From an optimization exercise on the open Yosys and OpenROAD flow, aimed at small area; shortcuts taken in it are not production practice.
Where RTL was checked, it was by simulation tests only, not by an equivalence proof against the original.
Power figures rest on the tool's default switching activity, not on a simulated workload.

// conv_top
module conv_top (
    input  logic        clk,
    input  logic        reset,
    input  logic [17:0] i_in_data,
    input  logic        i_in_valid,
    input  logic [3:0]  i_in_user,
    output logic        o_in_ready,
    output logic [40:0] o_out_data,
    output logic        o_out_valid,
    input  logic        i_out_ready
);
For scale: ~2,100 cells after synthesis, about 1,200 flip-flops, roughly 69 I/O pins.
==> flow/config.mk <==
export PLATFORM = sky130hd
export DESIGN_NAME = conv_top
export DESIGN_NICKNAME = conv_top
export VERILOG_FILES = /design/flow/design.v
export SDC_FILE = /design/flow/constraint.sdc
export NUM_CORES = 4
export LEC_CHECK = 0
export ABC_AREA = 1
export CAP_MARGIN = 20
export CORE_MARGIN = 2
export CORE_UTILIZATION = 70
export CTS_CLUSTER_DIAMETER = 60
export CTS_CLUSTER_SIZE = 24
export SLEW_MARGIN = 20
==> flow/constraint.sdc <==
create_clock -name core_clock -period 9.0 [get_ports {clk}]
set_input_delay 1.8000 -clock core_clock [delete_from_list [all_inputs] [get_ports {clk}]]
set_output_delay 1.8000 -clock core_clock [all_outputs]
set_load 0.01 [all_outputs]
run.sh (not shown) runs the stock make flow with config.mk's settings and CLKGATE_MAP_FILE= SYNTH_SCRIPT=/design/flow/synth_recipe.tcl, a recipe that flattens the netlist after the stock synthesis.
The starting point completed and failed the layout checks on setup timing.
==> next run, changes <==
CTS_CLUSTER_DIAMETER = 80   (was 60)
CTS_CLUSTER_SIZE = 30   (was 24)
Outcome:
- The changed run finished but fails on setup timing
- power falls by 3.6%
- via count fell by 0.57%
- die area is unchanged
- core utilization decreases by 0.87 points
- combinational power is about the same
- global-route usage decreases by 0.31 points
No functional check of the RTL was part of any run of this note.

* * *

The RTL this note starts from:
==> flow/design.v <==
package conv_pkg;
    localparam int IN_W  = 18;    
    localparam int ACC_W = 41;    
    localparam int XN    = 37;    
    localparam int WN    = 26;    
endpackage
module conv_top (
    input  logic        clk,
    input  logic        reset,
    input  logic [17:0] i_in_data,
    input  logic        i_in_valid,
    input  logic [3:0]  i_in_user,
    output logic        o_in_ready,
    output logic [40:0] o_out_data,
    output logic        o_out_valid,
    input  logic        i_out_ready
);
    localparam int XN = conv_pkg::XN;
    localparam int WN = conv_pkg::WN;
    typedef enum logic [1:0] {L_HDR, L_W, L_X} lstate_t;
    typedef enum logic [1:0] {C_IDLE, C_CALC, C_OUT} cstate_t;
    lstate_t ls;
    cstate_t cs;
    logic [5:0]  u;           
    logic [2:0]  ai, aj;      
    logic [2:0]  bi, bj;      
    logic [2:0]  k;
    logic [5:0]  lm1;         
    logic [6:0]  n_w;         
    logic [2:0]  r, c;        
    logic [3:0]  dig;         
    logic [6:0]  ahead;       
    logic [2:0]  hold;        
    logic        in_hs, go, last, last_c, last_pos, adv, frame_done;
    logic        x_wr, w_wr;
    wire held = (hold != 3'd0);
    wire a0   = (ai == 3'd0) && (aj == 3'd0);
    wire ab   = ai[2] && ai[0];               
    wire bb   = bi[2] && bi[0];               
    wire ul   = (u == lm1);
    always_comb begin
        case (k)
            3'd1:       lm1 = 6'd0;
            3'd2, 3'd3: lm1 = 6'd20;
            default:    lm1 = 6'(XN - 1);
        endcase
    end
    logic [XN*18-1:0] xr;
    logic [WN*18-1:0] wr;
    logic [17:0]      xh;     
    always_comb begin
        case (k)
            3'd1:       xh = xr[36*18 +: 18];
            3'd2, 3'd3: xh = xr[16*18 +: 18];
            default:    xh = xr[17:0];
        endcase
    end
    always_ff @(posedge clk) begin
        xr <= {x_wr ? i_in_data : xh, xr[XN*18-1:18]};
        wr <= {w_wr ? i_in_data : wr[17:0], wr[WN*18-1:18]};
    end
    assign ahead = n_w - {1'b0, r, c};
    always_comb begin
        case (ls)
            L_HDR:   o_in_ready = a0 && (u == 6'd0);
            L_W:     o_in_ready = ({ai, aj} == n_w[5:0]);
            default: o_in_ready = !n_w[6] && !held && (ahead <= 7'(lm1)) && (u == ahead[5:0]);
        endcase
    end
    assign in_hs = i_in_valid && o_in_ready;
    assign w_wr  = in_hs && ((ls == L_HDR && i_in_user[0]) || ls == L_W);
    assign x_wr  = in_hs && ((ls == L_HDR && !i_in_user[0]) || ls == L_X);
    always_ff @(posedge clk) begin
        if (reset) begin
            ls  <= L_HDR;
            k   <= 3'd5;          
        end else if (frame_done) begin
            ls  <= L_HDR;
        end else if (in_hs) begin
            case (ls)
                L_HDR: begin
                    if (i_in_user[0]) begin
                        k   <= i_in_user[3:1];
                        n_w <= (i_in_user[3:1] == 3'd1) ? 7'o50 : 7'd1;
                        ls  <= L_W;
                    end else begin
                        n_w <= 7'd1;
                        ls  <= L_X;
                    end
                end
                L_W: begin
                    if (n_w[5] && n_w[3]) begin
                        n_w <= '0;
                        ls  <= L_X;
                    end else if (n_w[2:0] == k - 3'd1) begin
                        n_w <= (n_w[5:3] == k - 3'd1) ? 7'o50 : {1'b0, n_w[5:3] + 3'd1, 3'd0};
                    end else begin
                        n_w <= n_w + 7'd1;
                    end
                end
                default: n_w <= n_w + 7'd1;
            endcase
        end
    end
    function automatic logic [5:0] w_next(input logic [2:0] i, input logic [2:0] j);
        if (i[2] && i[0])  w_next = 6'd0;
        else if (j == 3'd4) w_next = {i + 3'd1, 3'd0};
        else               w_next = {i, j + 3'd1};
    endfunction
    always_ff @(posedge clk) begin
        if (reset) begin
            u    <= '0;
            hold <= '0;
            ai   <= 3'd0;
            aj   <= 3'd0;
            bi   <= 3'd2;
            bj   <= 3'd3;
        end else begin
            if (!held) u <= ul ? 6'd0 : u + 6'd1;
            if (adv && !last_pos) hold <= last_c ? k : 3'd1;
            else if (held) hold <= hold - 3'd1;
            {ai, aj} <= w_next(ai, aj);
            {bi, bj} <= w_next(bi, bj);
        end
    end
    assign go       = (cs == C_IDLE) && (ls == L_X) && !held && (ahead >= 7'({k, 3'b000}) + 7'(k) - 7'd8) && bb && ul;
    assign last     = (cs == C_CALC) && (ab || bb) && ul;
    assign last_c   = (c == 3'(8 - k));
    assign last_pos = last_c && (r == 3'(8 - k));
    assign adv      = (cs == C_OUT) && i_out_ready;
    assign frame_done = adv && last_pos;
    logic tap_a, tap_b, tap;
    assign tap_a = (cs == C_CALC) && (ai < k) && (aj < k) && (u == {ai, aj});
    assign tap_b = (cs == C_CALC) && (bi < k) && (bj < k) && (u == {bi, bj});
    assign tap   = tap_a || tap_b;
    logic [23:0] acc;         
    logic [17:0] lo;
    logic [17:0] wh;
    logic [18:0] wx;
    logic [2:0]  bd;
    logic        neg, one, two;
    logic        neg_q, one_q, two_q;
    logic [17:0] xt;
    logic [18:0] mag;
    logic [23:0] addend;
    logic [23:0] sum;
    assign wh  = tap_b ? wr[13*18 +: 18] : wr[17:0];
    assign wx  = {wh, 1'b0};
    assign bd  = 3'(wx >> {dig, 1'b0});
    assign neg = tap && bd[2] && !(bd[1] && bd[0]);
    assign one = tap && (bd[1] ^ bd[0]);
    assign two = tap && ((bd == 3'b011) || (bd == 3'b100));
    always_ff @(posedge clk) begin
        neg_q <= neg;
        one_q <= one;
        two_q <= two;
    end
    assign xt  = xr[36*18 +: 18];
    assign mag = two_q ? {xt, 1'b0} : one_q ? {xt[17], xt} : 19'd0;
    assign addend = {{5{mag[18]}}, mag} ^ {24{neg_q}};
    logic [24:0] cy;          
    logic        cy_lo, cy_q;
    assign cy[0] = neg_q;
    for (genvar i = 0; i < 24; i++) begin : g_fa
        logic co;
        assign sum[i] = acc[i] ^ addend[i] ^ cy[i];
        assign co     = (acc[i] & addend[i]) | (acc[i] & cy[i]) | (addend[i] & cy[i]);
        if (i == 11) begin : g_split
            assign cy_lo   = co;
            assign cy[i+1] = cy_q;
        end else begin : g_chain
            assign cy[i+1] = co;
        end
    end
    always_ff @(posedge clk) cy_q <= cy_lo;
    always_ff @(posedge clk) begin
        if (go)        acc <= {{6{wr[13*18+17]}}, wr[13*18 +: 18]};    
        else if (last) acc <= {{2{sum[23]}}, sum[23:2]};
        else           acc <= sum;
        if (last)      lo  <= {sum[1:0], lo[17:2]};
    end
    always_ff @(posedge clk) begin
        if (reset) begin
            cs  <= C_IDLE;
            r   <= '0;
            c   <= '0;
        end else begin
            case (cs)
                C_IDLE: if (go) begin
                    cs  <= C_CALC;
                    dig <= '0;
                end
                C_CALC: begin
                    if (last) begin
                        dig <= dig + 4'd1;
                        if (dig == 4'd8) cs <= C_OUT;
                    end
                end
                default: if (adv) begin
                    cs <= C_IDLE;
                    if (last_c) begin
                        c <= '0;
                        r <= last_pos ? 3'd0 : r + 3'd1;
                    end else begin
                        c <= c + 3'd1;
                    end
                end
            endcase
        end
    end
    assign o_out_valid = (cs == C_OUT);
    assign o_out_data  = {acc[22:0], lo};
endmodule
clock: 9.0 ns
lec_check: 0
abc_area: 0
cap_margin: 20
core_margin: 2
core_utilization: 70
cts_cluster_diameter: 60
cts_cluster_size: 30
slew_margin: 20
standard.sh (not shown) runs the stock make flow with config.mk's settings and CLKGATE_MAP_FILE= SYNTH_SCRIPT=/design/flow/synth_recipe.tcl, a recipe that flattens the netlist after the stock synthesis.
==> flow/flow/run.sh <==
#!/bin/bash
# The standard layout (standard.sh), with two changes: the port buffers are
# the smallest buffer cell, and clock tree synthesis adds no dummy loads.
set -euo pipefail
export BUFFER_PORTS_ARGS="-buffer_cell sky130_fd_sc_hd__buf_1"
export CTS_ARGS="-sink_clustering_enable -repair_clock_nets -buf_list sky130_fd_sc_hd__clkbuf_8 -sink_clustering_size 19 -sink_clustering_max_diameter 45 -dont_use_dummy_load"
bash standard.sh > standard.log 2>&1
==> next run, changes <==
==> flow/run.sh (new file) <==
#!/bin/bash
# synth_recipe.tcl (not shown) runs the flow's synth.tcl, then flattens the netlist and writes it again
# the make line also repeats each setting of config.mk as NAME=value (left out here)
make -C /OpenROAD-flow-scripts/flow DESIGN_CONFIG=/design/flow/config.mk WORK_HOME=/design/flow/orfs CLKGATE_MAP_FILE= SYNTH_SCRIPT=/design/flow/synth_recipe.tcl finish
- ABC_AREA: 0 -> 1
removed: flow/flow/run.sh
removed: flow/standard.sh
=> Power grows by 15%. Non-clock buffer count is lower by 8. Via count increases by 9.7%. Wire length went up by 11%. Critical path depth went up by 3. Synthesized cell count grows by 13%. Cell count climbs by 9.5%. Synthesized area is higher by 1.1%. Global-route usage is higher by 1.8 points. Clock-buffer cell count fell by 20.
==> next run, changes <==
==> flow/flow/run.sh (new file) <==
#!/bin/bash
# The standard layout (standard.sh), with two changes: the port buffers are
# the smallest buffer cell, and clock tree synthesis adds no dummy loads.
set -euo pipefail
export BUFFER_PORTS_ARGS="-buffer_cell sky130_fd_sc_hd__buf_1"
export CTS_ARGS="-sink_clustering_enable -repair_clock_nets -sink_clustering_size 35 -sink_clustering_max_diameter 50 -dont_use_dummy_load"
bash standard.sh > standard.log 2>&1
==> flow/standard.sh (new file) <==
#!/bin/bash
# synth_recipe.tcl (not shown) runs the flow's synth.tcl, then flattens the netlist and writes it again
# the make line also repeats each setting of config.mk as NAME=value (left out here)
make -C /OpenROAD-flow-scripts/flow DESIGN_CONFIG=/design/flow/config.mk WORK_HOME=/design/flow/orfs CLKGATE_MAP_FILE= SYNTH_SCRIPT=/design/flow/synth_recipe.tcl "${@:-finish}"
- ABC_AREA: 1 -> 0
removed: flow/run.sh
Effect: Routed wire length fell by 3.7%. Setup slack is better by 0.39 ns. First-iteration DRC count shrinks by 26%. Worst hold slack gets worse by 0.028 ns. Cell count went down by 9.7%. Total power falls by 10%. Clock-buffer cell count falls by 12. Core utilization drops by 1.4 points.
==> next run, changes <==
==> flow/flow/run.sh (replaced) <==
#!/bin/bash
# The standard layout (standard.sh), with two changes: the port buffers are
# the smallest buffer cell, and clock tree synthesis adds no dummy loads.
set -euo pipefail
export BUFFER_PORTS_ARGS="-buffer_cell sky130_fd_sc_hd__buf_1"
export CTS_ARGS="-sink_clustering_enable -repair_clock_nets -sink_clustering_size 30 -sink_clustering_max_diameter 60 -dont_use_dummy_load"
bash standard.sh > standard.log 2>&1
- ABC_AREA: 0 -> 1
Result: Synthesized cell count increases by roughly a tenth. Clock skew is about the same. Core utilization decreases by 0.14 points. Die area increases slightly. Wire length increases by a few percent.

[re-timing with driven ports]
The flow's constraints put no driver on any port. The routed layouts listed below were extracted and timed again, unchanged, in two steps.
Step 1 sets driving cells, clkbuf_16 on the clock port and buf_2 on the other inputs (assumed; they add their load-dependent delay and slew).
Step 2 times the ports against the registers' clock, not the clock port: input delays grow and output delays shrink by t, the midpoint of the rising clock arrivals with the driver on.
Slacks: no drivers / after step 1 / after step 2; pairs: no drivers / after step 1.
run	t, ns	slack for setup (ns)	worst setup path after step 2
the first run of note 1	0.697	-2.309 / -2.309 / -2.309	register to register
the second run of note 1	0.684	-2.274 / -2.274 / -2.274	register to register
the first run of note 2	0.706	2.730 / 2.730 / 2.730	register to register
the second run of note 2	0.682	2.310 / 2.310 / 2.310	register to register
the third run of note 2	0.668	2.700 / 2.700 / 2.700	register to register
the fourth run of note 2	0.656	2.402 / 2.402 / 2.402	register to register
